From an optimization exercise on the open Yosys and OpenROAD flow, aimed at small area, a short achievable clock period and few clock cycles; shortcuts taken in it are not production practice.
No run shown here included a check of the RTL's function; only the layout flow was run.
No activity file was given, so power comes from the tool's default toggle rates.

==> flow/design.v (outline; a module is shown in full before it is edited, if it fits) <==
// module mac_lane: 81 lines
// module mac_pp_tree: 489 lines
// module mac_acc_tree: 331 lines
// module mac_add8c: 50 lines
// module mac_add48: 466 lines
// module mac_array: 108 lines
module mac_array (
  input  logic        clk,
  input  logic        arst_n_in,
  input  logic        in_valid,
  output logic        in_ready,
  input  logic [63:0] a_in,
  input  logic [63:0] b_in,
  input  logic        in_last,
  input  logic        round_in,
  input  logic        sat_in,
  output logic        out_valid,
  input  logic        out_ready,
  output logic [63:0] out,
  output logic [3:0]  out_ovf
);
  // ...
==> flow/run.sh <==
#!/bin/bash
# synth_recipe.tcl (not shown) runs the flow's synth.tcl, then flattens the netlist and writes it again
# the make line also repeats each setting of config.mk as NAME=value (left out here)
make -C /OpenROAD-flow-scripts/flow DESIGN_CONFIG=/design/flow/config.mk WORK_HOME=/design/flow/orfs CLKGATE_MAP_FILE= SYNTH_SCRIPT=/design/flow/synth_recipe.tcl finish
==> flow/config.mk <==
export PLATFORM = sky130hd
export DESIGN_NAME = mac_array
export DESIGN_NICKNAME = mac_array
export VERILOG_FILES = /design/flow/design.v
export SDC_FILE = /design/flow/constraint.sdc
export NUM_CORES = 4
export LEC_CHECK = 0
export ABC_AREA = 1
export CAP_MARGIN = 20
export CORE_MARGIN = 2
export CORE_UTILIZATION = 40
export SETUP_SLACK_MARGIN = 4.05
export SLEW_MARGIN = 20
==> flow/constraint.sdc <==
create_clock -name core_clock -period 7.0 [get_ports {clk}]
set_input_delay 1.4000 -clock core_clock [delete_from_list [all_inputs] [get_ports {clk}]]
set_output_delay 1.4000 -clock core_clock [all_outputs]
set_load 0.01 [all_outputs]
==> results.json, run 1 <==
{
  "async_flop_share_pct": 1.40,
  "portBuffers": 204,
  "syn_avg_cell_area_um2": 9.28,
  "nets": 8561,
  "final_common_cell": "inv_1",
  "multi_input_area_um2": 36200,
  "buffers": 290,
  "drc": 0,
  "start_util_pct": 40.3,
  "grt-ovfl-total": 0,
  "sh_seq_area_pct": 31.2,
  "top_register": "g_lane.u_lane.pv_q",
  "ys_seq_area_share_pct": 35.4,
  "antenna_found_initial": 2,
  "drv_slew": 0,
  "leakage_nw": 37.0,
  "crit_path_start_kind": "flip-flop",
  "crit_cells": 2,
  "yosys_most_used_dff": "dfxtp_1",
  "clockRootBuffer": "clkbuf_16",
  "h-tree-depth": 3,
  "worstPathCellList": "inv_2, clkdlybuf4s15_2",
  "hold_path_depth": 0,
  "ctsHoldBuffers": 0,
  "critPathCapture": "in_ready",
  "rsz0062_at_grt": "true",
  "n_all_inverters": 1563,
  "place_area_um2": 70500,
  "status": "complete, no violations",
  "antenna_cells": 1,
  "fin_area_um2": 75600,
  "grt_pass1_wl_um": 243000,
  "clock_path_buffers": 3,
  "final-clk-cell-share_pct": 5.65,
  "critPathMaxFanout": 3,
  "hold_end": "r2_q$_DFF_P_",
  "yosysTopAreaCellShare_pct": 25.6,
  "synthSimpleGateAreaFrac_pct": 11.2,
  "yosys_warnings": 2,
  "ys_ff_latch": 1071,
  "nClkBuffers": 164
}
==> module mac_lane, before the edit <==
module mac_lane #(
  parameter int unsigned NV = 85
) (
  input  logic        clk_i,
  input  logic        rst_ni,
  input  logic        take_i,     
  input  logic [15:0] a_i,
  input  logic [15:0] b_i,
  input  logic        v1_i,       
  input  logic        l1_i,       
  input  logic        rnd_i,      
  input  logic        rnd_f_i,    
  input  logic        sat_f_i,
  output logic [15:0] res_o,      
  output logic        ovf_o
);
  logic [15:0]   a_q;
  logic [7:0]    one_d, two_d, neg_d, one_q, two_q, neg_q;
  logic [NV-1:0] pv, pv_q;
  logic [47:0]   rs, rc;
  logic [47:15]  fin_q;
  always_comb begin
    for (int i = 0; i < 8; i++) begin
      {neg_d[i], two_d[i], one_d[i]} =
        mac_pkg::booth_enc(b_i[2*i+1], b_i[2*i], (i == 0) ? 1'b0 : b_i[2*i-1]);
    end
  end
  always_ff @(posedge clk_i) begin
    a_q   <= take_i ? a_i : 16'h0;
    one_q <= one_d;
    two_q <= two_d;
    neg_q <= neg_d;
  end
  mac_pp_tree u_pp (.a(a_q), .one(one_q), .two(two_q), .neg(neg_q), .v(pv));
  always_ff @(posedge clk_i) begin
    pv_q <= pv;
  end
  logic [47:0] acc_q, acc_g, acc_n, pend, t;
  logic [5:1]  cc_q, cc_g;
  logic [5:0]  co;
  logic        part_q;
  always_ff @(posedge clk_i or negedge rst_ni) begin
    if (!rst_ni) begin
      part_q <= 1'b0;
    end else if (v1_i) begin
      part_q <= ~l1_i;
    end
  end
  assign acc_g = part_q ? acc_q : 48'h0;
  assign cc_g  = part_q ? cc_q : 5'h0;
  mac_acc_tree u_acc (.v(pv_q), .acc(acc_g), .s(rs), .c(rc));
  for (genvar gj = 0; gj < 6; gj++) begin : g_blk
    mac_add8c u_blk (
      .a (rs[8*gj +: 8]),
      .b (rc[8*gj +: 8]),
      .ci((gj == 0) ? 1'b0 : cc_g[gj]),
      .co(co[gj]),
      .y (acc_n[8*gj +: 8])
    );
  end
  always_ff @(posedge clk_i) begin
    acc_q <= acc_n;
    cc_q  <= co[4:0];
  end
  always_comb begin
    pend = 48'h0;
    for (int j = 1; j < 6; j++) pend[8*j] = cc_q[j];
    pend[15] = rnd_i;
  end
  mac_add48 u_fin (.a(acc_q), .b(pend), .y(t));
  always_ff @(posedge clk_i) begin
    fin_q <= t[47:15];
  end
  logic wrap, sgn;
  always_comb begin
    wrap  = rnd_f_i & fin_q[47] & ~|fin_q[46:15];
    sgn   = fin_q[47] & ~wrap;
    ovf_o = ~(&fin_q[47:31] | ~|fin_q[47:31]);
    res_o = (sat_f_i & ovf_o) ? (sgn ? 16'h8000 : 16'h7fff) : fin_q[31:16];
  end
endmodule
==> module mac_pp_tree, before the edit <==
module mac_pp_tree (
  input  logic [15:0] a,
  input  logic [7:0]  one,
  input  logic [7:0]  two,
  input  logic [7:0]  neg,
  output logic [84:0] v
);
  logic [16:0] pp0;
  logic [16:0] pp1;
  logic [16:0] pp2;
  logic [16:0] pp3;
  logic [16:0] pp4;
  logic [16:0] pp5;
  logic [16:0] pp6;
  logic [16:0] pp7;
  logic t1, t2;
  logic t3, t4;
  logic t5, t6;
  logic t7, t8;
  logic t9, t10;
  logic t11, t12;
  logic t13, t14;
  logic t15, t16;
  logic t17, t18;
  logic t19, t20;
  logic t21, t22;
  logic t23, t24;
  logic t25, t26;
  logic t27, t28;
  logic t29, t30;
  logic t31, t32;
  logic t33, t34;
  logic t35, t36;
  logic t37, t38;
  logic t39, t40;
  logic t41, t42;
  logic t43, t44;
  logic t45, t46;
  logic t47, t48;
  logic t49, t50;
  logic t51, t52;
  logic t53, t54;
  logic t55, t56;
  logic t57, t58;
  logic t59, t60;
  logic t61, t62;
  logic t63, t64;
  logic t65, t66;
  logic t67, t68;
  logic t69, t70;
  logic t71, t72;
  logic t73, t74;
  logic t75, t76;
  logic t77, t78;
  logic t79, t80;
  logic t81, t82;
  logic t83, t84;
  logic t85, t86;
  logic t87, t88;
  logic t89, t90;
  logic t91, t92;
  logic t93, t94;
  logic t95, t96;
  logic t97, t98;
  logic t99, t100;
  logic t101, t102;
  logic t103, t104;
  logic t105, t106;
  logic t107, t108;
  logic t109, t110;
  logic t111, t112;
  logic t113, t114;
  logic t115, t116;
  logic t117, t118;
  logic t119, t120;
  logic t121, t122;
  logic t123, t124;
  logic t125, t126;
  logic t127, t128;
  logic t129, t130;
  logic t131, t132;
  logic t133, t134;
  logic t135, t136;
  logic t137, t138;
  logic t139, t140;
  logic t141, t142;
  logic t143, t144;
  logic t145, t146;
  logic t147, t148;
  logic t149, t150;
  logic t151, t152;
  logic t153, t154;
  logic t155, t156;
  logic t157, t158;
  logic t159, t160;
  logic t161, t162;
  logic t163, t164;
  logic t165, t166;
  logic t167, t168;
  assign pp0[0] = ((one[0] & a[0]) | (two[0] & 1'b0)) ^ neg[0];
  assign pp0[1] = ((one[0] & a[1]) | (two[0] & a[0])) ^ neg[0];
  assign pp0[2] = ((one[0] & a[2]) | (two[0] & a[1])) ^ neg[0];
  assign pp0[3] = ((one[0] & a[3]) | (two[0] & a[2])) ^ neg[0];
  assign pp0[4] = ((one[0] & a[4]) | (two[0] & a[3])) ^ neg[0];
  assign pp0[5] = ((one[0] & a[5]) | (two[0] & a[4])) ^ neg[0];
  assign pp0[6] = ((one[0] & a[6]) | (two[0] & a[5])) ^ neg[0];
  assign pp0[7] = ((one[0] & a[7]) | (two[0] & a[6])) ^ neg[0];
  assign pp0[8] = ((one[0] & a[8]) | (two[0] & a[7])) ^ neg[0];
  assign pp0[9] = ((one[0] & a[9]) | (two[0] & a[8])) ^ neg[0];
  assign pp0[10] = ((one[0] & a[10]) | (two[0] & a[9])) ^ neg[0];
  assign pp0[11] = ((one[0] & a[11]) | (two[0] & a[10])) ^ neg[0];
  assign pp0[12] = ((one[0] & a[12]) | (two[0] & a[11])) ^ neg[0];
  assign pp0[13] = ((one[0] & a[13]) | (two[0] & a[12])) ^ neg[0];
  assign pp0[14] = ((one[0] & a[14]) | (two[0] & a[13])) ^ neg[0];
  assign pp0[15] = ((one[0] & a[15]) | (two[0] & a[14])) ^ neg[0];
  assign pp0[16] = ((one[0] & a[15]) | (two[0] & a[15])) ^ neg[0];
  assign pp1[0] = ((one[1] & a[0]) | (two[1] & 1'b0)) ^ neg[1];
  assign pp1[1] = ((one[1] & a[1]) | (two[1] & a[0])) ^ neg[1];
  assign pp1[2] = ((one[1] & a[2]) | (two[1] & a[1])) ^ neg[1];
  assign pp1[3] = ((one[1] & a[3]) | (two[1] & a[2])) ^ neg[1];
  assign pp1[4] = ((one[1] & a[4]) | (two[1] & a[3])) ^ neg[1];
  assign pp1[5] = ((one[1] & a[5]) | (two[1] & a[4])) ^ neg[1];
  assign pp1[6] = ((one[1] & a[6]) | (two[1] & a[5])) ^ neg[1];
  assign pp1[7] = ((one[1] & a[7]) | (two[1] & a[6])) ^ neg[1];
  assign pp1[8] = ((one[1] & a[8]) | (two[1] & a[7])) ^ neg[1];
  assign pp1[9] = ((one[1] & a[9]) | (two[1] & a[8])) ^ neg[1];
  assign pp1[10] = ((one[1] & a[10]) | (two[1] & a[9])) ^ neg[1];
  assign pp1[11] = ((one[1] & a[11]) | (two[1] & a[10])) ^ neg[1];
  assign pp1[12] = ((one[1] & a[12]) | (two[1] & a[11])) ^ neg[1];
  assign pp1[13] = ((one[1] & a[13]) | (two[1] & a[12])) ^ neg[1];
  assign pp1[14] = ((one[1] & a[14]) | (two[1] & a[13])) ^ neg[1];
  assign pp1[15] = ((one[1] & a[15]) | (two[1] & a[14])) ^ neg[1];
  assign pp1[16] = ((one[1] & a[15]) | (two[1] & a[15])) ^ neg[1];
  assign pp2[0] = ((one[2] & a[0]) | (two[2] & 1'b0)) ^ neg[2];
  assign pp2[1] = ((one[2] & a[1]) | (two[2] & a[0])) ^ neg[2];
  assign pp2[2] = ((one[2] & a[2]) | (two[2] & a[1])) ^ neg[2];
  assign pp2[3] = ((one[2] & a[3]) | (two[2] & a[2])) ^ neg[2];
  assign pp2[4] = ((one[2] & a[4]) | (two[2] & a[3])) ^ neg[2];
  assign pp2[5] = ((one[2] & a[5]) | (two[2] & a[4])) ^ neg[2];
  assign pp2[6] = ((one[2] & a[6]) | (two[2] & a[5])) ^ neg[2];
  assign pp2[7] = ((one[2] & a[7]) | (two[2] & a[6])) ^ neg[2];
  assign pp2[8] = ((one[2] & a[8]) | (two[2] & a[7])) ^ neg[2];
  assign pp2[9] = ((one[2] & a[9]) | (two[2] & a[8])) ^ neg[2];
  assign pp2[10] = ((one[2] & a[10]) | (two[2] & a[9])) ^ neg[2];
  assign pp2[11] = ((one[2] & a[11]) | (two[2] & a[10])) ^ neg[2];
  assign pp2[12] = ((one[2] & a[12]) | (two[2] & a[11])) ^ neg[2];
  assign pp2[13] = ((one[2] & a[13]) | (two[2] & a[12])) ^ neg[2];
  assign pp2[14] = ((one[2] & a[14]) | (two[2] & a[13])) ^ neg[2];
  assign pp2[15] = ((one[2] & a[15]) | (two[2] & a[14])) ^ neg[2];
  assign pp2[16] = ((one[2] & a[15]) | (two[2] & a[15])) ^ neg[2];
  assign pp3[0] = ((one[3] & a[0]) | (two[3] & 1'b0)) ^ neg[3];
  assign pp3[1] = ((one[3] & a[1]) | (two[3] & a[0])) ^ neg[3];
  assign pp3[2] = ((one[3] & a[2]) | (two[3] & a[1])) ^ neg[3];
  assign pp3[3] = ((one[3] & a[3]) | (two[3] & a[2])) ^ neg[3];
  assign pp3[4] = ((one[3] & a[4]) | (two[3] & a[3])) ^ neg[3];
  assign pp3[5] = ((one[3] & a[5]) | (two[3] & a[4])) ^ neg[3];
  assign pp3[6] = ((one[3] & a[6]) | (two[3] & a[5])) ^ neg[3];
  assign pp3[7] = ((one[3] & a[7]) | (two[3] & a[6])) ^ neg[3];
  assign pp3[8] = ((one[3] & a[8]) | (two[3] & a[7])) ^ neg[3];
  assign pp3[9] = ((one[3] & a[9]) | (two[3] & a[8])) ^ neg[3];
  assign pp3[10] = ((one[3] & a[10]) | (two[3] & a[9])) ^ neg[3];
  assign pp3[11] = ((one[3] & a[11]) | (two[3] & a[10])) ^ neg[3];
  assign pp3[12] = ((one[3] & a[12]) | (two[3] & a[11])) ^ neg[3];
  assign pp3[13] = ((one[3] & a[13]) | (two[3] & a[12])) ^ neg[3];
  assign pp3[14] = ((one[3] & a[14]) | (two[3] & a[13])) ^ neg[3];
  assign pp3[15] = ((one[3] & a[15]) | (two[3] & a[14])) ^ neg[3];
  assign pp3[16] = ((one[3] & a[15]) | (two[3] & a[15])) ^ neg[3];
  assign pp4[0] = ((one[4] & a[0]) | (two[4] & 1'b0)) ^ neg[4];
  assign pp4[1] = ((one[4] & a[1]) | (two[4] & a[0])) ^ neg[4];
  assign pp4[2] = ((one[4] & a[2]) | (two[4] & a[1])) ^ neg[4];
  assign pp4[3] = ((one[4] & a[3]) | (two[4] & a[2])) ^ neg[4];
  assign pp4[4] = ((one[4] & a[4]) | (two[4] & a[3])) ^ neg[4];
  assign pp4[5] = ((one[4] & a[5]) | (two[4] & a[4])) ^ neg[4];
  assign pp4[6] = ((one[4] & a[6]) | (two[4] & a[5])) ^ neg[4];
  assign pp4[7] = ((one[4] & a[7]) | (two[4] & a[6])) ^ neg[4];
  assign pp4[8] = ((one[4] & a[8]) | (two[4] & a[7])) ^ neg[4];
  assign pp4[9] = ((one[4] & a[9]) | (two[4] & a[8])) ^ neg[4];
  assign pp4[10] = ((one[4] & a[10]) | (two[4] & a[9])) ^ neg[4];
  assign pp4[11] = ((one[4] & a[11]) | (two[4] & a[10])) ^ neg[4];
  assign pp4[12] = ((one[4] & a[12]) | (two[4] & a[11])) ^ neg[4];
  assign pp4[13] = ((one[4] & a[13]) | (two[4] & a[12])) ^ neg[4];
  assign pp4[14] = ((one[4] & a[14]) | (two[4] & a[13])) ^ neg[4];
  assign pp4[15] = ((one[4] & a[15]) | (two[4] & a[14])) ^ neg[4];
  assign pp4[16] = ((one[4] & a[15]) | (two[4] & a[15])) ^ neg[4];
  assign pp5[0] = ((one[5] & a[0]) | (two[5] & 1'b0)) ^ neg[5];
  assign pp5[1] = ((one[5] & a[1]) | (two[5] & a[0])) ^ neg[5];
  assign pp5[2] = ((one[5] & a[2]) | (two[5] & a[1])) ^ neg[5];
  assign pp5[3] = ((one[5] & a[3]) | (two[5] & a[2])) ^ neg[5];
  assign pp5[4] = ((one[5] & a[4]) | (two[5] & a[3])) ^ neg[5];
  assign pp5[5] = ((one[5] & a[5]) | (two[5] & a[4])) ^ neg[5];
  assign pp5[6] = ((one[5] & a[6]) | (two[5] & a[5])) ^ neg[5];
  assign pp5[7] = ((one[5] & a[7]) | (two[5] & a[6])) ^ neg[5];
  assign pp5[8] = ((one[5] & a[8]) | (two[5] & a[7])) ^ neg[5];
  assign pp5[9] = ((one[5] & a[9]) | (two[5] & a[8])) ^ neg[5];
  assign pp5[10] = ((one[5] & a[10]) | (two[5] & a[9])) ^ neg[5];
  assign pp5[11] = ((one[5] & a[11]) | (two[5] & a[10])) ^ neg[5];
  assign pp5[12] = ((one[5] & a[12]) | (two[5] & a[11])) ^ neg[5];
  assign pp5[13] = ((one[5] & a[13]) | (two[5] & a[12])) ^ neg[5];
  assign pp5[14] = ((one[5] & a[14]) | (two[5] & a[13])) ^ neg[5];
  assign pp5[15] = ((one[5] & a[15]) | (two[5] & a[14])) ^ neg[5];
  assign pp5[16] = ((one[5] & a[15]) | (two[5] & a[15])) ^ neg[5];
  assign pp6[0] = ((one[6] & a[0]) | (two[6] & 1'b0)) ^ neg[6];
  assign pp6[1] = ((one[6] & a[1]) | (two[6] & a[0])) ^ neg[6];
  assign pp6[2] = ((one[6] & a[2]) | (two[6] & a[1])) ^ neg[6];
  assign pp6[3] = ((one[6] & a[3]) | (two[6] & a[2])) ^ neg[6];
  assign pp6[4] = ((one[6] & a[4]) | (two[6] & a[3])) ^ neg[6];
  assign pp6[5] = ((one[6] & a[5]) | (two[6] & a[4])) ^ neg[6];
  assign pp6[6] = ((one[6] & a[6]) | (two[6] & a[5])) ^ neg[6];
  assign pp6[7] = ((one[6] & a[7]) | (two[6] & a[6])) ^ neg[6];
  assign pp6[8] = ((one[6] & a[8]) | (two[6] & a[7])) ^ neg[6];
  assign pp6[9] = ((one[6] & a[9]) | (two[6] & a[8])) ^ neg[6];
  assign pp6[10] = ((one[6] & a[10]) | (two[6] & a[9])) ^ neg[6];
  assign pp6[11] = ((one[6] & a[11]) | (two[6] & a[10])) ^ neg[6];
  assign pp6[12] = ((one[6] & a[12]) | (two[6] & a[11])) ^ neg[6];
  assign pp6[13] = ((one[6] & a[13]) | (two[6] & a[12])) ^ neg[6];
  assign pp6[14] = ((one[6] & a[14]) | (two[6] & a[13])) ^ neg[6];
  assign pp6[15] = ((one[6] & a[15]) | (two[6] & a[14])) ^ neg[6];
  assign pp6[16] = ((one[6] & a[15]) | (two[6] & a[15])) ^ neg[6];
  assign pp7[0] = ((one[7] & a[0]) | (two[7] & 1'b0)) ^ neg[7];
  assign pp7[1] = ((one[7] & a[1]) | (two[7] & a[0])) ^ neg[7];
  assign pp7[2] = ((one[7] & a[2]) | (two[7] & a[1])) ^ neg[7];
  assign pp7[3] = ((one[7] & a[3]) | (two[7] & a[2])) ^ neg[7];
  assign pp7[4] = ((one[7] & a[4]) | (two[7] & a[3])) ^ neg[7];
  assign pp7[5] = ((one[7] & a[5]) | (two[7] & a[4])) ^ neg[7];
  assign pp7[6] = ((one[7] & a[6]) | (two[7] & a[5])) ^ neg[7];
  assign pp7[7] = ((one[7] & a[7]) | (two[7] & a[6])) ^ neg[7];
  assign pp7[8] = ((one[7] & a[8]) | (two[7] & a[7])) ^ neg[7];
  assign pp7[9] = ((one[7] & a[9]) | (two[7] & a[8])) ^ neg[7];
  assign pp7[10] = ((one[7] & a[10]) | (two[7] & a[9])) ^ neg[7];
  assign pp7[11] = ((one[7] & a[11]) | (two[7] & a[10])) ^ neg[7];
  assign pp7[12] = ((one[7] & a[12]) | (two[7] & a[11])) ^ neg[7];
  assign pp7[13] = ((one[7] & a[13]) | (two[7] & a[12])) ^ neg[7];
  assign pp7[14] = ((one[7] & a[14]) | (two[7] & a[13])) ^ neg[7];
  assign pp7[15] = ((one[7] & a[15]) | (two[7] & a[14])) ^ neg[7];
  assign pp7[16] = ((one[7] & a[15]) | (two[7] & a[15])) ^ neg[7];
  assign t1 = pp0[10] ^ pp1[8];
  assign t2 = pp0[10] & pp1[8];
  assign t3 = pp0[11] ^ pp1[9];
  assign t4 = pp0[11] & pp1[9];
  assign t5 = pp0[12] ^ pp1[10] ^ pp2[8];
  assign t6 = (pp0[12] & pp1[10]) | (pp0[12] & pp2[8]) | (pp1[10] & pp2[8]);
  assign t7 = pp3[6] ^ pp4[4];
  assign t8 = pp3[6] & pp4[4];
  assign t9 = pp0[13] ^ pp1[11] ^ pp2[9];
  assign t10 = (pp0[13] & pp1[11]) | (pp0[13] & pp2[9]) | (pp1[11] & pp2[9]);
  assign t11 = pp3[7] ^ pp4[5];
  assign t12 = pp3[7] & pp4[5];
  assign t13 = pp0[14] ^ pp1[12] ^ pp2[10];
  assign t14 = (pp0[14] & pp1[12]) | (pp0[14] & pp2[10]) | (pp1[12] & pp2[10]);
  assign t15 = pp3[8] ^ pp4[6] ^ pp5[4];
  assign t16 = (pp3[8] & pp4[6]) | (pp3[8] & pp5[4]) | (pp4[6] & pp5[4]);
  assign t17 = pp6[2] ^ pp7[0];
  assign t18 = pp6[2] & pp7[0];
  assign t19 = pp0[15] ^ pp1[13] ^ pp2[11];
  assign t20 = (pp0[15] & pp1[13]) | (pp0[15] & pp2[11]) | (pp1[13] & pp2[11]);
  assign t21 = pp3[9] ^ pp4[7] ^ pp5[5];
  assign t22 = (pp3[9] & pp4[7]) | (pp3[9] & pp5[5]) | (pp4[7] & pp5[5]);
  assign t23 = pp6[3] ^ pp7[1];
  assign t24 = pp6[3] & pp7[1];
  assign t25 = ~(~pp0[16] ^ pp1[14]);
  assign t26 = ~pp0[16] | pp1[14];
  assign t27 = pp2[12] ^ pp3[10] ^ pp4[8];
  assign t28 = (pp2[12] & pp3[10]) | (pp2[12] & pp4[8]) | (pp3[10] & pp4[8]);
  assign t29 = pp5[6] ^ pp6[4] ^ pp7[2];
  assign t30 = (pp5[6] & pp6[4]) | (pp5[6] & pp7[2]) | (pp6[4] & pp7[2]);
  assign t31 = ~(pp1[15] ^ pp2[13]);
  assign t32 = pp1[15] | pp2[13];
  assign t33 = pp3[11] ^ pp4[9] ^ pp5[7];
  assign t34 = (pp3[11] & pp4[9]) | (pp3[11] & pp5[7]) | (pp4[9] & pp5[7]);
  assign t35 = pp6[5] ^ pp7[3];
  assign t36 = pp6[5] & pp7[3];
  assign t37 = ~pp1[16] ^ pp2[14] ^ pp3[12];
  assign t38 = (~pp1[16] & pp2[14]) | (~pp1[16] & pp3[12]) | (pp2[14] & pp3[12]);
  assign t39 = pp4[10] ^ pp5[8] ^ pp6[6];
  assign t40 = (pp4[10] & pp5[8]) | (pp4[10] & pp6[6]) | (pp5[8] & pp6[6]);
  assign t41 = ~(pp2[15] ^ pp3[13]);
  assign t42 = pp2[15] | pp3[13];
  assign t43 = pp4[11] ^ pp5[9];
  assign t44 = pp4[11] & pp5[9];
  assign t45 = ~pp2[16] ^ pp3[14] ^ pp4[12];
  assign t46 = (~pp2[16] & pp3[14]) | (~pp2[16] & pp4[12]) | (pp3[14] & pp4[12]);
  assign t47 = ~pp3[15];
  assign t48 = pp3[15];
  assign t49 = pp0[6] ^ pp1[4];
  assign t50 = pp0[6] & pp1[4];
  assign t51 = pp0[7] ^ pp1[5];
  assign t52 = pp0[7] & pp1[5];
  assign t53 = pp0[8] ^ pp1[6] ^ pp2[4];
  assign t54 = (pp0[8] & pp1[6]) | (pp0[8] & pp2[4]) | (pp1[6] & pp2[4]);
  assign t55 = pp3[2] ^ pp4[0];
  assign t56 = pp3[2] & pp4[0];
  assign t57 = pp0[9] ^ pp1[7] ^ pp2[5];
  assign t58 = (pp0[9] & pp1[7]) | (pp0[9] & pp2[5]) | (pp1[7] & pp2[5]);
  assign t59 = pp3[3] ^ pp4[1];
  assign t60 = pp3[3] & pp4[1];
  assign t61 = t1 ^ pp2[6] ^ pp3[4];
  assign t62 = (t1 & pp2[6]) | (t1 & pp3[4]) | (pp2[6] & pp3[4]);
  assign t63 = pp4[2] ^ pp5[0] ^ neg[5];
  assign t64 = (pp4[2] & pp5[0]) | (pp4[2] & neg[5]) | (pp5[0] & neg[5]);
  assign t65 = t3 ^ pp2[7] ^ pp3[5];
  assign t66 = (t3 & pp2[7]) | (t3 & pp3[5]) | (pp2[7] & pp3[5]);
  assign t67 = pp4[3] ^ pp5[1] ^ t2;
  assign t68 = (pp4[3] & pp5[1]) | (pp4[3] & t2) | (pp5[1] & t2);
  assign t69 = t5 ^ t7 ^ pp5[2];
  assign t70 = (t5 & t7) | (t5 & pp5[2]) | (t7 & pp5[2]);
  assign t71 = pp6[0] ^ neg[6] ^ t4;
  assign t72 = (pp6[0] & neg[6]) | (pp6[0] & t4) | (neg[6] & t4);
  assign t73 = t9 ^ t11 ^ pp5[3];
  assign t74 = (t9 & t11) | (t9 & pp5[3]) | (t11 & pp5[3]);
  assign t75 = pp6[1] ^ t6 ^ t8;
  assign t76 = (pp6[1] & t6) | (pp6[1] & t8) | (t6 & t8);
  assign t77 = t13 ^ t15 ^ t17;
  assign t78 = (t13 & t15) | (t13 & t17) | (t15 & t17);
  assign t79 = neg[7] ^ t10 ^ t12;
  assign t80 = (neg[7] & t10) | (neg[7] & t12) | (t10 & t12);
  assign t81 = t19 ^ t21 ^ t23;
  assign t82 = (t19 & t21) | (t19 & t23) | (t21 & t23);
  assign t83 = t14 ^ t16 ^ t18;
  assign t84 = (t14 & t16) | (t14 & t18) | (t16 & t18);
  assign t85 = t25 ^ t27 ^ t29;
  assign t86 = (t25 & t27) | (t25 & t29) | (t27 & t29);
  assign t87 = t20 ^ t22 ^ t24;
  assign t88 = (t20 & t22) | (t20 & t24) | (t22 & t24);
  assign t89 = t31 ^ t33 ^ t35;
  assign t90 = (t31 & t33) | (t31 & t35) | (t33 & t35);
  assign t91 = t26 ^ t28 ^ t30;
  assign t92 = (t26 & t28) | (t26 & t30) | (t28 & t30);
  assign t93 = t37 ^ t39 ^ pp7[4];
  assign t94 = (t37 & t39) | (t37 & pp7[4]) | (t39 & pp7[4]);
  assign t95 = t32 ^ t34 ^ t36;
  assign t96 = (t32 & t34) | (t32 & t36) | (t34 & t36);
  assign t97 = t41 ^ t43 ^ pp6[7];
  assign t98 = (t41 & t43) | (t41 & pp6[7]) | (t43 & pp6[7]);
  assign t99 = pp7[5] ^ t38 ^ t40;
  assign t100 = (pp7[5] & t38) | (pp7[5] & t40) | (t38 & t40);
  assign t101 = t45 ^ pp5[10] ^ pp6[8];
  assign t102 = (t45 & pp5[10]) | (t45 & pp6[8]) | (pp5[10] & pp6[8]);
  assign t103 = pp7[6] ^ t42 ^ t44;
  assign t104 = (pp7[6] & t42) | (pp7[6] & t44) | (t42 & t44);
  assign t105 = t47 ^ pp4[13] ^ pp5[11];
  assign t106 = (t47 & pp4[13]) | (t47 & pp5[11]) | (pp4[13] & pp5[11]);
  assign t107 = pp6[9] ^ pp7[7] ^ t46;
  assign t108 = (pp6[9] & pp7[7]) | (pp6[9] & t46) | (pp7[7] & t46);
  assign t109 = ~pp3[16] ^ pp4[14] ^ pp5[12];
  assign t110 = (~pp3[16] & pp4[14]) | (~pp3[16] & pp5[12]) | (pp4[14] & pp5[12]);
  assign t111 = pp6[10] ^ pp7[8] ^ t48;
  assign t112 = (pp6[10] & pp7[8]) | (pp6[10] & t48) | (pp7[8] & t48);
  assign t113 = ~(pp4[15] ^ pp5[13]);
  assign t114 = pp4[15] | pp5[13];
  assign t115 = pp6[11] ^ pp7[9];
  assign t116 = pp6[11] & pp7[9];
  assign t117 = ~pp4[16] ^ pp5[14] ^ pp6[12];
  assign t118 = (~pp4[16] & pp5[14]) | (~pp4[16] & pp6[12]) | (pp5[14] & pp6[12]);
  assign t119 = ~pp5[15];
  assign t120 = pp5[15];
  assign t121 = pp0[4] ^ pp1[2];
  assign t122 = pp0[4] & pp1[2];
  assign t123 = pp0[5] ^ pp1[3];
  assign t124 = pp0[5] & pp1[3];
  assign t125 = t49 ^ pp2[2] ^ pp3[0];
  assign t126 = (t49 & pp2[2]) | (t49 & pp3[0]) | (pp2[2] & pp3[0]);
  assign t127 = t51 ^ pp2[3] ^ pp3[1];
  assign t128 = (t51 & pp2[3]) | (t51 & pp3[1]) | (pp2[3] & pp3[1]);
  assign t129 = t53 ^ t55 ^ neg[4];
  assign t130 = (t53 & t55) | (t53 & neg[4]) | (t55 & neg[4]);
  assign t131 = t57 ^ t59 ^ t54;
  assign t132 = (t57 & t59) | (t57 & t54) | (t59 & t54);
  assign t133 = t61 ^ t63 ^ t58;
  assign t134 = (t61 & t63) | (t61 & t58) | (t63 & t58);
  assign t135 = t65 ^ t67 ^ t62;
  assign t136 = (t65 & t67) | (t65 & t62) | (t67 & t62);
  assign t137 = t69 ^ t71 ^ t66;
  assign t138 = (t69 & t71) | (t69 & t66) | (t71 & t66);
  assign t139 = t73 ^ t75 ^ t70;
  assign t140 = (t73 & t75) | (t73 & t70) | (t75 & t70);
  assign t141 = t77 ^ t79 ^ t74;
  assign t142 = (t77 & t79) | (t77 & t74) | (t79 & t74);
  assign t143 = t81 ^ t83 ^ t78;
  assign t144 = (t81 & t83) | (t81 & t78) | (t83 & t78);
  assign t145 = t85 ^ t87 ^ t82;
  assign t146 = (t85 & t87) | (t85 & t82) | (t87 & t82);
  assign t147 = t89 ^ t91 ^ t86;
  assign t148 = (t89 & t91) | (t89 & t86) | (t91 & t86);
  assign t149 = t93 ^ t95 ^ t90;
  assign t150 = (t93 & t95) | (t93 & t90) | (t95 & t90);
  assign t151 = t97 ^ t99 ^ t94;
  assign t152 = (t97 & t99) | (t97 & t94) | (t99 & t94);
  assign t153 = t101 ^ t103 ^ t98;
  assign t154 = (t101 & t103) | (t101 & t98) | (t103 & t98);
  assign t155 = t105 ^ t107 ^ t102;
  assign t156 = (t105 & t107) | (t105 & t102) | (t107 & t102);
  assign t157 = t109 ^ t111 ^ t106;
  assign t158 = (t109 & t111) | (t109 & t106) | (t111 & t106);
  assign t159 = t113 ^ t115 ^ t110;
  assign t160 = (t113 & t115) | (t113 & t110) | (t115 & t110);
  assign t161 = t117 ^ pp7[10] ^ t114;
  assign t162 = (t117 & pp7[10]) | (t117 & t114) | (pp7[10] & t114);
  assign t163 = t119 ^ pp6[13] ^ pp7[11];
  assign t164 = (t119 & pp6[13]) | (t119 & pp7[11]) | (pp6[13] & pp7[11]);
  assign t165 = ~pp5[16] ^ pp6[14] ^ pp7[12];
  assign t166 = (~pp5[16] & pp6[14]) | (~pp5[16] & pp7[12]) | (pp6[14] & pp7[12]);
  assign t167 = ~pp6[15];
  assign t168 = pp6[15];
  assign v[0] = pp0[0];
  assign v[1] = neg[0];
  assign v[2] = pp0[1];
  assign v[3] = pp0[2];
  assign v[4] = pp1[0];
  assign v[5] = neg[1];
  assign v[6] = pp0[3];
  assign v[7] = pp1[1];
  assign v[8] = t121;
  assign v[9] = pp2[0];
  assign v[10] = neg[2];
  assign v[11] = t123;
  assign v[12] = pp2[1];
  assign v[13] = t122;
  assign v[14] = t125;
  assign v[15] = neg[3];
  assign v[16] = t124;
  assign v[17] = t127;
  assign v[18] = t50;
  assign v[19] = t126;
  assign v[20] = t129;
  assign v[21] = t52;
  assign v[22] = t128;
  assign v[23] = t131;
  assign v[24] = t56;
  assign v[25] = t130;
  assign v[26] = t133;
  assign v[27] = t60;
  assign v[28] = t132;
  assign v[29] = t135;
  assign v[30] = t64;
  assign v[31] = t134;
  assign v[32] = t137;
  assign v[33] = t68;
  assign v[34] = t136;
  assign v[35] = t139;
  assign v[36] = t72;
  assign v[37] = t138;
  assign v[38] = t141;
  assign v[39] = t76;
  assign v[40] = t140;
  assign v[41] = t143;
  assign v[42] = t80;
  assign v[43] = t142;
  assign v[44] = t145;
  assign v[45] = t84;
  assign v[46] = t144;
  assign v[47] = t147;
  assign v[48] = t88;
  assign v[49] = t146;
  assign v[50] = t149;
  assign v[51] = t92;
  assign v[52] = t148;
  assign v[53] = t151;
  assign v[54] = t96;
  assign v[55] = t150;
  assign v[56] = t153;
  assign v[57] = t100;
  assign v[58] = t152;
  assign v[59] = t155;
  assign v[60] = t104;
  assign v[61] = t154;
  assign v[62] = t157;
  assign v[63] = t108;
  assign v[64] = t156;
  assign v[65] = t159;
  assign v[66] = t112;
  assign v[67] = t158;
  assign v[68] = t161;
  assign v[69] = t116;
  assign v[70] = t160;
  assign v[71] = t163;
  assign v[72] = t118;
  assign v[73] = t162;
  assign v[74] = t165;
  assign v[75] = t120;
  assign v[76] = t164;
  assign v[77] = t167;
  assign v[78] = pp7[13];
  assign v[79] = t166;
  assign v[80] = ~pp6[16];
  assign v[81] = pp7[14];
  assign v[82] = t168;
  assign v[83] = pp7[15];
  assign v[84] = ~pp7[16];
endmodule
==> module mac_add8c, before the edit <==
module mac_add8c (
  input  logic [7:0] a,
  input  logic [7:0] b,
  input  logic        ci,
  output logic        co,
  output logic [7:0] y
);
  logic [7:0] g, p, x;
  logic [8:0]   c;
  logic [1:0] gg, gp;
  assign g = a & b;
  assign p = a | b;
  assign x = a ^ b;
  assign c[0] = ci;
  assign gg[0] = (g[3])
      | (g[2] & p[3])
      | (g[1] & p[2] & p[3])
      | (g[0] & p[1] & p[2] & p[3]);
  assign gp[0] = p[0] & p[1] & p[2] & p[3];
  assign gg[1] = (g[7])
      | (g[6] & p[7])
      | (g[5] & p[6] & p[7])
      | (g[4] & p[5] & p[6] & p[7]);
  assign gp[1] = p[4] & p[5] & p[6] & p[7];
  assign c[4] = (gg[0])
      | (ci & gp[0]);
  assign c[8] = (gg[1])
      | (gg[0] & gp[1])
      | (ci & gp[0] & gp[1]);
  assign c[1] = (g[0])
      | (c[0] & p[0]);
  assign c[2] = (g[1])
      | (g[0] & p[1])
      | (c[0] & p[0] & p[1]);
  assign c[3] = (g[2])
      | (g[1] & p[2])
      | (g[0] & p[1] & p[2])
      | (c[0] & p[0] & p[1] & p[2]);
  assign c[5] = (g[4])
      | (c[4] & p[4]);
  assign c[6] = (g[5])
      | (g[4] & p[5])
      | (c[4] & p[4] & p[5]);
  assign c[7] = (g[6])
      | (g[5] & p[6])
      | (g[4] & p[5] & p[6])
      | (c[4] & p[4] & p[5] & p[6]);
  assign y = x ^ c[7:0];
  assign co = c[8];
endmodule
==> run 2: changes to the inputs <==
--- a/flow/design.v
+++ b/flow/design.v
@@ -2,21 +2,23 @@
   function automatic logic [2:0] booth_enc(input logic b2, input logic b1, input logic b0);
     logic one, two;
     one = b1 ^ b0;
     two = (b2 & ~b1 & ~b0) | (~b2 & b1 & b0);
     booth_enc = {b2, two, one};
   endfunction
 endpackage
 module mac_lane #(
-  parameter int unsigned NV = 85
+  parameter int unsigned NV = 85,
+  parameter bit          INV_PART = 1'b0
 ) (
   input  logic        clk_i,
   input  logic        rst_ni,
   input  logic        take_i,     
+  input  logic        take2_i,    
   input  logic [15:0] a_i,
   input  logic [15:0] b_i,
   input  logic        v1_i,       
   input  logic        l1_i,       
   input  logic        rnd_i,      
   input  logic        rnd_f_i,    
   input  logic        sat_f_i,
   output logic [15:0] res_o,      
@@ -28,35 +30,54 @@
   logic [47:0]   rs, rc;
   logic [47:15]  fin_q;
   always_comb begin
     for (int i = 0; i < 8; i++) begin
       {neg_d[i], two_d[i], one_d[i]} =
         mac_pkg::booth_enc(b_i[2*i+1], b_i[2*i], (i == 0) ? 1'b0 : b_i[2*i-1]);
     end
   end
+  logic [15:0] a_n_q, a_m_q, a_m;
+  logic [7:0]  one_n_q, two_n_q;
   always_ff @(posedge clk_i) begin
-    a_q   <= take_i ? a_i : 16'h0;
-    one_q <= one_d;
-    two_q <= two_d;
-    neg_q <= neg_d;
+    a_n_q   <= take_i ? ~a_i : 16'hffff;
+    a_m_q   <= take2_i ? ~a_i : 16'hffff;
+    one_n_q <= ~one_d;
+    two_n_q <= ~two_d;
+    neg_q   <= neg_d;
   end
-  mac_pp_tree u_pp (.a(a_q), .one(one_q), .two(two_q), .neg(neg_q), .v(pv));
+  assign a_q   = ~a_n_q;
+  assign a_m   = ~a_m_q;
+  assign one_q = ~one_n_q;
+  assign two_q = ~two_n_q;
+  mac_pp_tree u_pp (.a(a_q), .a2(a_m), .one(one_q), .two(two_q), .neg(neg_q), .v(pv));
   always_ff @(posedge clk_i) begin
     pv_q <= pv;
   end
   logic [47:0] acc_q, acc_g, acc_n, pend, t;
   logic [5:1]  cc_q, cc_g;
   logic [5:0]  co;
   logic        part_q;
-  always_ff @(posedge clk_i or negedge rst_ni) begin
-    if (!rst_ni) begin
-      part_q <= 1'b0;
-    end else if (v1_i) begin
-      part_q <= ~l1_i;
+  if (INV_PART) begin : g_first
+    logic first_q;
+    always_ff @(posedge clk_i or negedge rst_ni) begin
+      if (!rst_ni) begin
+        first_q <= 1'b1;
+      end else if (v1_i) begin
+        first_q <= l1_i;
+      end
+    end
+    assign part_q = ~first_q;
+  end else begin : g_part
+    always_ff @(posedge clk_i or negedge rst_ni) begin
+      if (!rst_ni) begin
+        part_q <= 1'b0;
+      end else if (v1_i) begin
+        part_q <= ~l1_i;
+      end
     end
   end
   assign acc_g = part_q ? acc_q : 48'h0;
   assign cc_g  = part_q ? cc_q : 5'h0;
   mac_acc_tree u_acc (.v(pv_q), .acc(acc_g), .s(rs), .c(rc));
   for (genvar gj = 0; gj < 6; gj++) begin : g_blk
     mac_add8c u_blk (
       .a (rs[8*gj +: 8]),
@@ -84,16 +105,17 @@
     wrap  = rnd_f_i & fin_q[47] & ~|fin_q[46:15];
     sgn   = fin_q[47] & ~wrap;
     ovf_o = ~(&fin_q[47:31] | ~|fin_q[47:31]);
     res_o = (sat_f_i & ovf_o) ? (sgn ? 16'h8000 : 16'h7fff) : fin_q[31:16];
   end
 endmodule
 module mac_pp_tree (
   input  logic [15:0] a,
+  input  logic [15:0] a2,      
   input  logic [7:0]  one,
   input  logic [7:0]  two,
   input  logic [7:0]  neg,
   output logic [84:0] v
 );
   logic [16:0] pp0;
   logic [16:0] pp1;
   logic [16:0] pp2;
@@ -249,84 +271,84 @@
   assign pp3[9] = ((one[3] & a[9]) | (two[3] & a[8])) ^ neg[3];
   assign pp3[10] = ((one[3] & a[10]) | (two[3] & a[9])) ^ neg[3];
   assign pp3[11] = ((one[3] & a[11]) | (two[3] & a[10])) ^ neg[3];
   assign pp3[12] = ((one[3] & a[12]) | (two[3] & a[11])) ^ neg[3];
   assign pp3[13] = ((one[3] & a[13]) | (two[3] & a[12])) ^ neg[3];
   assign pp3[14] = ((one[3] & a[14]) | (two[3] & a[13])) ^ neg[3];
   assign pp3[15] = ((one[3] & a[15]) | (two[3] & a[14])) ^ neg[3];
   assign pp3[16] = ((one[3] & a[15]) | (two[3] & a[15])) ^ neg[3];
-  assign pp4[0] = ((one[4] & a[0]) | (two[4] & 1'b0)) ^ neg[4];
-  assign pp4[1] = ((one[4] & a[1]) | (two[4] & a[0])) ^ neg[4];
-  assign pp4[2] = ((one[4] & a[2]) | (two[4] & a[1])) ^ neg[4];
-  assign pp4[3] = ((one[4] & a[3]) | (two[4] & a[2])) ^ neg[4];
-  assign pp4[4] = ((one[4] & a[4]) | (two[4] & a[3])) ^ neg[4];
-  assign pp4[5] = ((one[4] & a[5]) | (two[4] & a[4])) ^ neg[4];
-  assign pp4[6] = ((one[4] & a[6]) | (two[4] & a[5])) ^ neg[4];
-  assign pp4[7] = ((one[4] & a[7]) | (two[4] & a[6])) ^ neg[4];
-  assign pp4[8] = ((one[4] & a[8]) | (two[4] & a[7])) ^ neg[4];
-  assign pp4[9] = ((one[4] & a[9]) | (two[4] & a[8])) ^ neg[4];
-  assign pp4[10] = ((one[4] & a[10]) | (two[4] & a[9])) ^ neg[4];
-  assign pp4[11] = ((one[4] & a[11]) | (two[4] & a[10])) ^ neg[4];
-  assign pp4[12] = ((one[4] & a[12]) | (two[4] & a[11])) ^ neg[4];
-  assign pp4[13] = ((one[4] & a[13]) | (two[4] & a[12])) ^ neg[4];
-  assign pp4[14] = ((one[4] & a[14]) | (two[4] & a[13])) ^ neg[4];
-  assign pp4[15] = ((one[4] & a[15]) | (two[4] & a[14])) ^ neg[4];
-  assign pp4[16] = ((one[4] & a[15]) | (two[4] & a[15])) ^ neg[4];
-  assign pp5[0] = ((one[5] & a[0]) | (two[5] & 1'b0)) ^ neg[5];
-  assign pp5[1] = ((one[5] & a[1]) | (two[5] & a[0])) ^ neg[5];
-  assign pp5[2] = ((one[5] & a[2]) | (two[5] & a[1])) ^ neg[5];
-  assign pp5[3] = ((one[5] & a[3]) | (two[5] & a[2])) ^ neg[5];
-  assign pp5[4] = ((one[5] & a[4]) | (two[5] & a[3])) ^ neg[5];
-  assign pp5[5] = ((one[5] & a[5]) | (two[5] & a[4])) ^ neg[5];
-  assign pp5[6] = ((one[5] & a[6]) | (two[5] & a[5])) ^ neg[5];
-  assign pp5[7] = ((one[5] & a[7]) | (two[5] & a[6])) ^ neg[5];
-  assign pp5[8] = ((one[5] & a[8]) | (two[5] & a[7])) ^ neg[5];
-  assign pp5[9] = ((one[5] & a[9]) | (two[5] & a[8])) ^ neg[5];
-  assign pp5[10] = ((one[5] & a[10]) | (two[5] & a[9])) ^ neg[5];
-  assign pp5[11] = ((one[5] & a[11]) | (two[5] & a[10])) ^ neg[5];
-  assign pp5[12] = ((one[5] & a[12]) | (two[5] & a[11])) ^ neg[5];
-  assign pp5[13] = ((one[5] & a[13]) | (two[5] & a[12])) ^ neg[5];
-  assign pp5[14] = ((one[5] & a[14]) | (two[5] & a[13])) ^ neg[5];
-  assign pp5[15] = ((one[5] & a[15]) | (two[5] & a[14])) ^ neg[5];
-  assign pp5[16] = ((one[5] & a[15]) | (two[5] & a[15])) ^ neg[5];
-  assign pp6[0] = ((one[6] & a[0]) | (two[6] & 1'b0)) ^ neg[6];
-  assign pp6[1] = ((one[6] & a[1]) | (two[6] & a[0])) ^ neg[6];
-  assign pp6[2] = ((one[6] & a[2]) | (two[6] & a[1])) ^ neg[6];
-  assign pp6[3] = ((one[6] & a[3]) | (two[6] & a[2])) ^ neg[6];
-  assign pp6[4] = ((one[6] & a[4]) | (two[6] & a[3])) ^ neg[6];
-  assign pp6[5] = ((one[6] & a[5]) | (two[6] & a[4])) ^ neg[6];
-  assign pp6[6] = ((one[6] & a[6]) | (two[6] & a[5])) ^ neg[6];
-  assign pp6[7] = ((one[6] & a[7]) | (two[6] & a[6])) ^ neg[6];
-  assign pp6[8] = ((one[6] & a[8]) | (two[6] & a[7])) ^ neg[6];
-  assign pp6[9] = ((one[6] & a[9]) | (two[6] & a[8])) ^ neg[6];
-  assign pp6[10] = ((one[6] & a[10]) | (two[6] & a[9])) ^ neg[6];
-  assign pp6[11] = ((one[6] & a[11]) | (two[6] & a[10])) ^ neg[6];
-  assign pp6[12] = ((one[6] & a[12]) | (two[6] & a[11])) ^ neg[6];
-  assign pp6[13] = ((one[6] & a[13]) | (two[6] & a[12])) ^ neg[6];
-  assign pp6[14] = ((one[6] & a[14]) | (two[6] & a[13])) ^ neg[6];
-  assign pp6[15] = ((one[6] & a[15]) | (two[6] & a[14])) ^ neg[6];
-  assign pp6[16] = ((one[6] & a[15]) | (two[6] & a[15])) ^ neg[6];
-  assign pp7[0] = ((one[7] & a[0]) | (two[7] & 1'b0)) ^ neg[7];
-  assign pp7[1] = ((one[7] & a[1]) | (two[7] & a[0])) ^ neg[7];
-  assign pp7[2] = ((one[7] & a[2]) | (two[7] & a[1])) ^ neg[7];
-  assign pp7[3] = ((one[7] & a[3]) | (two[7] & a[2])) ^ neg[7];
-  assign pp7[4] = ((one[7] & a[4]) | (two[7] & a[3])) ^ neg[7];
-  assign pp7[5] = ((one[7] & a[5]) | (two[7] & a[4])) ^ neg[7];
-  assign pp7[6] = ((one[7] & a[6]) | (two[7] & a[5])) ^ neg[7];
-  assign pp7[7] = ((one[7] & a[7]) | (two[7] & a[6])) ^ neg[7];
-  assign pp7[8] = ((one[7] & a[8]) | (two[7] & a[7])) ^ neg[7];
-  assign pp7[9] = ((one[7] & a[9]) | (two[7] & a[8])) ^ neg[7];
-  assign pp7[10] = ((one[7] & a[10]) | (two[7] & a[9])) ^ neg[7];
-  assign pp7[11] = ((one[7] & a[11]) | (two[7] & a[10])) ^ neg[7];
-  assign pp7[12] = ((one[7] & a[12]) | (two[7] & a[11])) ^ neg[7];
-  assign pp7[13] = ((one[7] & a[13]) | (two[7] & a[12])) ^ neg[7];
-  assign pp7[14] = ((one[7] & a[14]) | (two[7] & a[13])) ^ neg[7];
-  assign pp7[15] = ((one[7] & a[15]) | (two[7] & a[14])) ^ neg[7];
-  assign pp7[16] = ((one[7] & a[15]) | (two[7] & a[15])) ^ neg[7];
+  assign pp4[0] = ((one[4] & a2[0]) | (two[4] & 1'b0)) ^ neg[4];
+  assign pp4[1] = ((one[4] & a2[1]) | (two[4] & a2[0])) ^ neg[4];
+  assign pp4[2] = ((one[4] & a2[2]) | (two[4] & a2[1])) ^ neg[4];
+  assign pp4[3] = ((one[4] & a2[3]) | (two[4] & a2[2])) ^ neg[4];
+  assign pp4[4] = ((one[4] & a2[4]) | (two[4] & a2[3])) ^ neg[4];
+  assign pp4[5] = ((one[4] & a2[5]) | (two[4] & a2[4])) ^ neg[4];
+  assign pp4[6] = ((one[4] & a2[6]) | (two[4] & a2[5])) ^ neg[4];
+  assign pp4[7] = ((one[4] & a2[7]) | (two[4] & a2[6])) ^ neg[4];
+  assign pp4[8] = ((one[4] & a2[8]) | (two[4] & a2[7])) ^ neg[4];
+  assign pp4[9] = ((one[4] & a2[9]) | (two[4] & a2[8])) ^ neg[4];
+  assign pp4[10] = ((one[4] & a2[10]) | (two[4] & a2[9])) ^ neg[4];
+  assign pp4[11] = ((one[4] & a2[11]) | (two[4] & a2[10])) ^ neg[4];
+  assign pp4[12] = ((one[4] & a2[12]) | (two[4] & a2[11])) ^ neg[4];
+  assign pp4[13] = ((one[4] & a2[13]) | (two[4] & a2[12])) ^ neg[4];
+  assign pp4[14] = ((one[4] & a2[14]) | (two[4] & a2[13])) ^ neg[4];
+  assign pp4[15] = ((one[4] & a2[15]) | (two[4] & a2[14])) ^ neg[4];
+  assign pp4[16] = ((one[4] & a2[15]) | (two[4] & a2[15])) ^ neg[4];
+  assign pp5[0] = ((one[5] & a2[0]) | (two[5] & 1'b0)) ^ neg[5];
+  assign pp5[1] = ((one[5] & a2[1]) | (two[5] & a2[0])) ^ neg[5];
+  assign pp5[2] = ((one[5] & a2[2]) | (two[5] & a2[1])) ^ neg[5];
+  assign pp5[3] = ((one[5] & a2[3]) | (two[5] & a2[2])) ^ neg[5];
+  assign pp5[4] = ((one[5] & a2[4]) | (two[5] & a2[3])) ^ neg[5];
+  assign pp5[5] = ((one[5] & a2[5]) | (two[5] & a2[4])) ^ neg[5];
+  assign pp5[6] = ((one[5] & a2[6]) | (two[5] & a2[5])) ^ neg[5];
+  assign pp5[7] = ((one[5] & a2[7]) | (two[5] & a2[6])) ^ neg[5];
+  assign pp5[8] = ((one[5] & a2[8]) | (two[5] & a2[7])) ^ neg[5];
+  assign pp5[9] = ((one[5] & a2[9]) | (two[5] & a2[8])) ^ neg[5];
+  assign pp5[10] = ((one[5] & a2[10]) | (two[5] & a2[9])) ^ neg[5];
+  assign pp5[11] = ((one[5] & a2[11]) | (two[5] & a2[10])) ^ neg[5];
+  assign pp5[12] = ((one[5] & a2[12]) | (two[5] & a2[11])) ^ neg[5];
+  assign pp5[13] = ((one[5] & a2[13]) | (two[5] & a2[12])) ^ neg[5];
+  assign pp5[14] = ((one[5] & a2[14]) | (two[5] & a2[13])) ^ neg[5];
+  assign pp5[15] = ((one[5] & a2[15]) | (two[5] & a2[14])) ^ neg[5];
+  assign pp5[16] = ((one[5] & a2[15]) | (two[5] & a2[15])) ^ neg[5];
+  assign pp6[0] = ((one[6] & a2[0]) | (two[6] & 1'b0)) ^ neg[6];
+  assign pp6[1] = ((one[6] & a2[1]) | (two[6] & a2[0])) ^ neg[6];
+  assign pp6[2] = ((one[6] & a2[2]) | (two[6] & a2[1])) ^ neg[6];
+  assign pp6[3] = ((one[6] & a2[3]) | (two[6] & a2[2])) ^ neg[6];
+  assign pp6[4] = ((one[6] & a2[4]) | (two[6] & a2[3])) ^ neg[6];
+  assign pp6[5] = ((one[6] & a2[5]) | (two[6] & a2[4])) ^ neg[6];
+  assign pp6[6] = ((one[6] & a2[6]) | (two[6] & a2[5])) ^ neg[6];
+  assign pp6[7] = ((one[6] & a2[7]) | (two[6] & a2[6])) ^ neg[6];
+  assign pp6[8] = ((one[6] & a2[8]) | (two[6] & a2[7])) ^ neg[6];
+  assign pp6[9] = ((one[6] & a2[9]) | (two[6] & a2[8])) ^ neg[6];
+  assign pp6[10] = ((one[6] & a2[10]) | (two[6] & a2[9])) ^ neg[6];
+  assign pp6[11] = ((one[6] & a2[11]) | (two[6] & a2[10])) ^ neg[6];
+  assign pp6[12] = ((one[6] & a2[12]) | (two[6] & a2[11])) ^ neg[6];
+  assign pp6[13] = ((one[6] & a2[13]) | (two[6] & a2[12])) ^ neg[6];
+  assign pp6[14] = ((one[6] & a2[14]) | (two[6] & a2[13])) ^ neg[6];
+  assign pp6[15] = ((one[6] & a2[15]) | (two[6] & a2[14])) ^ neg[6];
+  assign pp6[16] = ((one[6] & a2[15]) | (two[6] & a2[15])) ^ neg[6];
+  assign pp7[0] = ((one[7] & a2[0]) | (two[7] & 1'b0)) ^ neg[7];
+  assign pp7[1] = ((one[7] & a2[1]) | (two[7] & a2[0])) ^ neg[7];
+  assign pp7[2] = ((one[7] & a2[2]) | (two[7] & a2[1])) ^ neg[7];
+  assign pp7[3] = ((one[7] & a2[3]) | (two[7] & a2[2])) ^ neg[7];
+  assign pp7[4] = ((one[7] & a2[4]) | (two[7] & a2[3])) ^ neg[7];
+  assign pp7[5] = ((one[7] & a2[5]) | (two[7] & a2[4])) ^ neg[7];
+  assign pp7[6] = ((one[7] & a2[6]) | (two[7] & a2[5])) ^ neg[7];
+  assign pp7[7] = ((one[7] & a2[7]) | (two[7] & a2[6])) ^ neg[7];
+  assign pp7[8] = ((one[7] & a2[8]) | (two[7] & a2[7])) ^ neg[7];
+  assign pp7[9] = ((one[7] & a2[9]) | (two[7] & a2[8])) ^ neg[7];
+  assign pp7[10] = ((one[7] & a2[10]) | (two[7] & a2[9])) ^ neg[7];
+  assign pp7[11] = ((one[7] & a2[11]) | (two[7] & a2[10])) ^ neg[7];
+  assign pp7[12] = ((one[7] & a2[12]) | (two[7] & a2[11])) ^ neg[7];
+  assign pp7[13] = ((one[7] & a2[13]) | (two[7] & a2[12])) ^ neg[7];
+  assign pp7[14] = ((one[7] & a2[14]) | (two[7] & a2[13])) ^ neg[7];
+  assign pp7[15] = ((one[7] & a2[15]) | (two[7] & a2[14])) ^ neg[7];
+  assign pp7[16] = ((one[7] & a2[15]) | (two[7] & a2[15])) ^ neg[7];
   assign t1 = pp0[10] ^ pp1[8];
   assign t2 = pp0[10] & pp1[8];
   assign t3 = pp0[11] ^ pp1[9];
   assign t4 = pp0[11] & pp1[9];
   assign t5 = pp0[12] ^ pp1[10] ^ pp2[8];
   assign t6 = (pp0[12] & pp1[10]) | (pp0[12] & pp2[8]) | (pp1[10] & pp2[8]);
   assign t7 = pp3[6] ^ pp4[4];
   assign t8 = pp3[6] & pp4[4];
@@ -909,58 +931,65 @@
 endmodule
 module mac_add8c (
   input  logic [7:0] a,
   input  logic [7:0] b,
   input  logic        ci,
   output logic        co,
   output logic [7:0] y
 );
-  logic [7:0] g, p, x;
-  logic [8:0]   c;
-  logic [1:0] gg, gp;
-  assign g = a & b;
-  assign p = a | b;
-  assign x = a ^ b;
-  assign c[0] = ci;
-  assign gg[0] = (g[3])
-      | (g[2] & p[3])
-      | (g[1] & p[2] & p[3])
-      | (g[0] & p[1] & p[2] & p[3]);
-  assign gp[0] = p[0] & p[1] & p[2] & p[3];
-  assign gg[1] = (g[7])
-      | (g[6] & p[7])
-      | (g[5] & p[6] & p[7])
-      | (g[4] & p[5] & p[6] & p[7]);
-  assign gp[1] = p[4] & p[5] & p[6] & p[7];
-  assign c[4] = (gg[0])
-      | (ci & gp[0]);
-  assign c[8] = (gg[1])
-      | (gg[0] & gp[1])
-      | (ci & gp[0] & gp[1]);
-  assign c[1] = (g[0])
-      | (c[0] & p[0]);
-  assign c[2] = (g[1])
-      | (g[0] & p[1])
-      | (c[0] & p[0] & p[1]);
-  assign c[3] = (g[2])
-      | (g[1] & p[2])
-      | (g[0] & p[1] & p[2])
-      | (c[0] & p[0] & p[1] & p[2]);
-  assign c[5] = (g[4])
-      | (c[4] & p[4]);
-  assign c[6] = (g[5])
-      | (g[4] & p[5])
-      | (c[4] & p[4] & p[5]);
-  assign c[7] = (g[6])
-      | (g[5] & p[6])
-      | (g[4] & p[5] & p[6])
-      | (c[4] & p[4] & p[5] & p[6]);
-  assign y = x ^ c[7:0];
-  assign co = c[8];
+  logic [7:0] g, p, cy;
+  assign g = {a[7:1] & b[7:1], (a[0] & b[0]) | ((a[0] ^ b[0]) & ci)};
+  assign p = a ^ b;
+  logic gg1, pp1;
+  logic gg2, pp2;
+  logic gg3, pp3;
+  logic gg4, pp4;
+  logic gg5, pp5;
+  logic gg6, pp6;
+  logic gg7, pp7;
+  logic gg8, pp8;
+  logic gg9, pp9;
+  logic gg10, pp10;
+  logic gg11, pp11;
+  logic gg12, pp12;
+  assign gg1 = g[1] | (p[1] & g[0]);
+  assign pp1 = 1'b0;
+  assign gg2 = g[3] | (p[3] & g[2]);
+  assign pp2 = p[3] & p[2];
+  assign gg3 = g[5] | (p[5] & g[4]);
+  assign pp3 = p[5] & p[4];
+  assign gg4 = g[7] | (p[7] & g[6]);
+  assign pp4 = p[7] & p[6];
+  assign gg5 = g[2] | (p[2] & gg1);
+  assign pp5 = 1'b0;
+  assign gg6 = gg2 | (pp2 & gg1);
+  assign pp6 = 1'b0;
+  assign gg7 = g[6] | (p[6] & gg3);
+  assign pp7 = p[6] & pp3;
+  assign gg8 = gg4 | (pp4 & gg3);
+  assign pp8 = pp4 & pp3;
+  assign gg9 = g[4] | (p[4] & gg6);
+  assign pp9 = 1'b0;
+  assign gg10 = gg3 | (pp3 & gg6);
+  assign pp10 = 1'b0;
+  assign gg11 = gg7 | (pp7 & gg6);
+  assign pp11 = 1'b0;
+  assign gg12 = gg8 | (pp8 & gg6);
+  assign pp12 = 1'b0;
+  assign cy[0] = ci;
+  assign cy[1] = g[0];
+  assign cy[2] = gg1;
+  assign cy[3] = gg5;
+  assign cy[4] = gg6;
+  assign cy[5] = gg9;
+  assign cy[6] = gg10;
+  assign cy[7] = gg11;
+  assign y = p ^ cy;
+  assign co = gg12;
 endmodule
 module mac_add48 (
   input  logic [47:0] a,
   input  logic [47:0] b,
   output logic [47:0] y
 );
   logic [47:0] g, p, cy;
   assign g = a & b;
@@ -1434,51 +1463,54 @@
   input  logic        round_in,
   input  logic        sat_in,
   output logic        out_valid,
   input  logic        out_ready,
   output logic [63:0] out,
   output logic [3:0]  out_ovf
 );
   localparam int unsigned RW = 68;   
-  logic          busy_q, take, pop, o_free;
+  logic          busy_q, rdy2_q, take, take2, pop, o_free;
   logic          v0_q, l0_q, v1_q, l1_q, l2_q, done_q;
   logic          r0_q, s0_q, r1_q, s1_q, r2_q, s2_q, r3_q, s3_q;
   logic [1:0]    cnt_q, cnt_d;
   logic [RW-1:0] res, o_q;
   logic          ov_q;
   logic [RW-1:0] sk_q [2];
   logic [1:0]    sc_q;
   logic          rp_q, wp_q;
   assign take     = in_valid & ~busy_q;
+  assign take2    = in_valid & rdy2_q;    
   assign in_ready = ~busy_q;
   assign pop      = ov_q & out_ready;
   assign o_free   = ~ov_q | out_ready;
   logic inc, dec;
   assign inc = take & in_last;
   assign dec = pop;
   always_comb begin
     case ({inc, dec})
       2'b10:   cnt_d = cnt_q + 2'd1;
       2'b01:   cnt_d = cnt_q - 2'd1;
       default: cnt_d = cnt_q;
     endcase
   end
   always_ff @(posedge clk or negedge arst_n_in) begin
     if (!arst_n_in) begin
       busy_q  <= 1'b0;
+      rdy2_q  <= 1'b1;
       cnt_q   <= 2'd0;
       v0_q    <= 1'b0;
       l0_q    <= 1'b0;
       v1_q    <= 1'b0;
       l1_q    <= 1'b0;
       l2_q    <= 1'b0;
       done_q  <= 1'b0;
     end else begin
       busy_q  <= ~dec & (busy_q | ((cnt_q == 2'd2) & in_valid & in_last));
+      rdy2_q  <= dec | (rdy2_q & ~((cnt_q == 2'd2) & in_valid & in_last));
       cnt_q   <= cnt_d;
       v0_q    <= take;
       l0_q    <= take & in_last;
       v1_q    <= v0_q;
       l1_q    <= l0_q;
       l2_q    <= l1_q;
       done_q  <= l2_q;
     end
@@ -1489,19 +1521,20 @@
     r1_q <= r0_q;
     s1_q <= s0_q;
     r2_q <= r1_q;
     s2_q <= s1_q;
     r3_q <= r2_q;
     s3_q <= s2_q;
   end
   for (genvar gi = 0; gi < 4; gi++) begin : g_lane
-    mac_lane u_lane (
+    mac_lane #(.INV_PART(gi >= 2)) u_lane (
       .clk_i  (clk),
       .take_i (take),
+      .take2_i(take2),
       .a_i    (a_in[gi*16 +: 16]),
       .b_i    (b_in[gi*16 +: 16]),
       .rst_ni (arst_n_in),
       .v1_i   (v1_q),
       .l1_i   (l1_q),
       .rnd_i  (r2_q),
       .rnd_f_i(r3_q),
       .sat_f_i(s3_q),
==> flow/flow/run.sh (new file) <==
#!/bin/bash
# Standard layout flow, with the port buffers made from a regular buffer
# cell (the default pick is a delay cell). All tool output is in
# orfs/logs/ (per step) and in standard.log here.
set -euo pipefail
export BUFFER_PORTS_ARGS="-buffer_cell sky130_fd_sc_hd__buf_1"
bash standard.sh > standard.log 2>&1
==> flow/standard.sh (new file) <==
#!/bin/bash
# synth_recipe.tcl (not shown) runs the flow's synth.tcl, then flattens the netlist and writes it again
# the make line also repeats each setting of config.mk as NAME=value (left out here)
make -C /OpenROAD-flow-scripts/flow DESIGN_CONFIG=/design/flow/config.mk WORK_HOME=/design/flow/orfs CLKGATE_MAP_FILE= SYNTH_SCRIPT=/design/flow/synth_recipe.tcl "${@:-finish}"
==> flow/config.mk (replaced) <==
export PLATFORM = sky130hd
export DESIGN_NAME = mac_array
export DESIGN_NICKNAME = mac_array
export VERILOG_FILES = /design/flow/design.v
export SDC_FILE = /design/flow/constraint.sdc
export NUM_CORES = 4
export LEC_CHECK = 0
export ABC_AREA = 1
export CAP_MARGIN = 20
export CORE_MARGIN = 2
export CORE_UTILIZATION = 40
export CTS_CLUSTER_DIAMETER = 120
export CTS_CLUSTER_SIZE = 22
export SETUP_SLACK_MARGIN = 4.2
export SLEW_MARGIN = 20
removed: flow/run.sh
==> run 2 against run 1 <==
Net effect: still clean; sequential power rose by 7%; hold slack improved by 3.2 ps; largest power group unchanged; global-route usage is 0.078 points lower.
==> results.json, run 2 <==
{
  "status": "complete, no violations",
  "clockRootBuffer": "clkbuf_16",
  "final_cells": 8156,
  "worstPathCellList": "fa_1, inv_2, fa_1, fa_2, inv_2, fa_2, nand3_2, nand2_2, fa_2, xor2_1",
  "clk_pin_slew_ps": 90,
  "grt_pass1_wl_um": 222000,
  "yosys-top-cells-area": "dfxtp_1 30%, fa_1 18%, edfxtp_1 9.9%",
  "yosysTopAreaCellShare_pct": 29.6,
  "ctsHoldBuffers": 0,
  "path_buf_inv": 2,
  "final_common_cell": "dfxtp_1",
  "top_register": "g_lane.u_lane.pv_q",
  "ys_seq_area_share_pct": 40.2,
  "worstMarginPinSlew_ps": 918,
  "num_io_pins": 205,
  "clock_path_buffers": 3,
  "antenna_found_initial": 3,
  "cp.arrival_ps": 3440,
  "place_congestion": 0.891,
  "drv_slew": 0,
  "syn_inst": 6139,
  "dr_total_vias": 39700,
  "die_x_um": 398,
  "required_ps": 7580,
  "dpl.cell_count": 8032,
  "nets": 7093,
  "grt-ovfl-total": 0,
  "yosys_warnings": 3,
  "portBuffers": 204,
  "drc": 0,
  "antenna_cells": 0,
  "via_per_inst": 4.87,
  "fin_crit_ps": 2850,
  "async_flop_share_pct": 1.50,
  "yosys_most_used_dff": "dfxtp_1",
  "synthTopCellsByCount": "916 x dfxtp_1, 826 x nand2_1, 823 x inv_1, 665 x xor2_1, 564 x fa_1",
  "h-tree-depth": 2,
  "crit_path_start_kind": "flip-flop",
  "power-per-cell-area_nw_per_um2": 509,
  "rsz0062_at_grt": "true",
  "hold_viol": 0,
  "syn_avg_cell_area_um2": 10.1,
  "finClkSkew_ps": 31.5,
  "largest_register_ffs": 340,
  "critPathMaxFanout": 2,
  "leakage_nw": 30.1,
  "start_util_pct": 40.3,
  "ys_ff_latch": 1137,
  "drt_pre_antenna_iters": 5
}
[run 2: cell types whose count changed in the layout (fill, tap and decap cells not counted), sizes merged, moves of 81 or more]
cell	delta
buf	+157
clkbuf	-81
clkdlybuf4s50	-134
ha	-240
inv	-697
nand2	-155
[run 2: power breakdown]
| part | switching [mW] | internal (mW) | total, mW |
|---|---|---|---|
| Combinational | 10.5 | 8.35 | 18.8 |
| Clock | 2.13 | 1.58 | 3.72 |
| Sequential | 1.74 | 9.59 | 11.3 |
| Total | 14.4 | 19.5 | 33.9 |
[run 2: per-stage QoR]
step                area, um^2  setup WS (ps)  hold WS [ps]
floorplan                62000           4100           310
global placement         63800           3420           312
detailed placement       63800           3380           314
CTS                      66200           4080           335
global route             66600           4050           338
finish                   66600           4150           334
[run 2: logic make-up after synthesis]
| logic type | share of synthesized area (%) |
|---|---|
| flip-flops | 40.2 |
| buffers and inverters | 7.75 |
| AND/OR/NAND/NOR | 9.48 |
| adder cells (fa/ha/maj) | 24.4 |
| multiplexers | 0.0363 |
| AO/OA/AOI/OAI | 7.61 |
| XOR/XNOR | 10.5 |
[run 2: timing repair]
item,4_1_cts,5_1_grt
setup buffers,26,8
gates cloned,2,3
pin swaps,55,45
setup endpoints to repair,224,150
resized for setup,208,96
[run 2: worst paths after layout]
path / cells after the start / endpoint / slack [ps] / start
max in group asynchronous: 2 / g_lane[2].u_lane.g_first.first_q$_DFFE_PN1P_ / 6070 / arst_n_in
max reg2reg: 10 / g_lane[1].u_lane.acc_q[13]$_DFF_P_ / 4150 / g_lane[1].u_lane.pv_q[20]$_DFF_P_
min in group asynchronous: 2 / v0_q$_DFF_PN0_ / 650 / arst_n_in
max: 10 / g_lane[1].u_lane.acc_q[13]$_DFF_P_ / 4150 / g_lane[1].u_lane.pv_q[20]$_DFF_P_
min reg2reg: 0 / r1_q$_DFF_P_ / 330 / r0_q$_DFF_P_
min: 0 / r1_q$_DFF_P_ / 330 / r0_q$_DFF_P_
[run 2: layout make-up]
class | instances | area [um^2]
fill | 14800 | 87200
multi-input combinational | 3776 | 32700
sequential | 1137 | 25100
inverter | 854 | 3250
tap | 2044 | 2560
clock buffer | 81 | 1590
timing repair buffer | 260 | 1410
clock inverter | 4 | 36.3
[run 2: routing by layer]
metal / up-vias / wire length (um) / global-route usage, %
met5: - / 0 / 0
met4: 0 / 2430 / 3.48
met3: 154 / 6200 / 2.02
met2: 940 / 66200 / 29.6
met1: 19400 / 64500 / 24.2
li1: 19300 / - / -

## separate check: timing with driven ports
The flow's constraints put no driver on any port. The routed layouts listed below were extracted and timed again, unchanged, in two steps.
Step 1, drivers: a clkbuf_16 drives clk and a buf_2 each remaining input, both assumed.
Step 2 also shifts input and output timing later by t, the mid clock arrival at the registers, as if the neighbouring blocks saw the same clock.
Three values: no drivers, after step 1, after step 2; two values: the first two.
run | t, ns | slack for setup (ns)
run 1 | 0.820 | 4.111 / 4.032 / 3.579
run 2 | 0.767 | 4.147 / 4.108 / 3.787
After both steps every run listed still meets setup and hold.
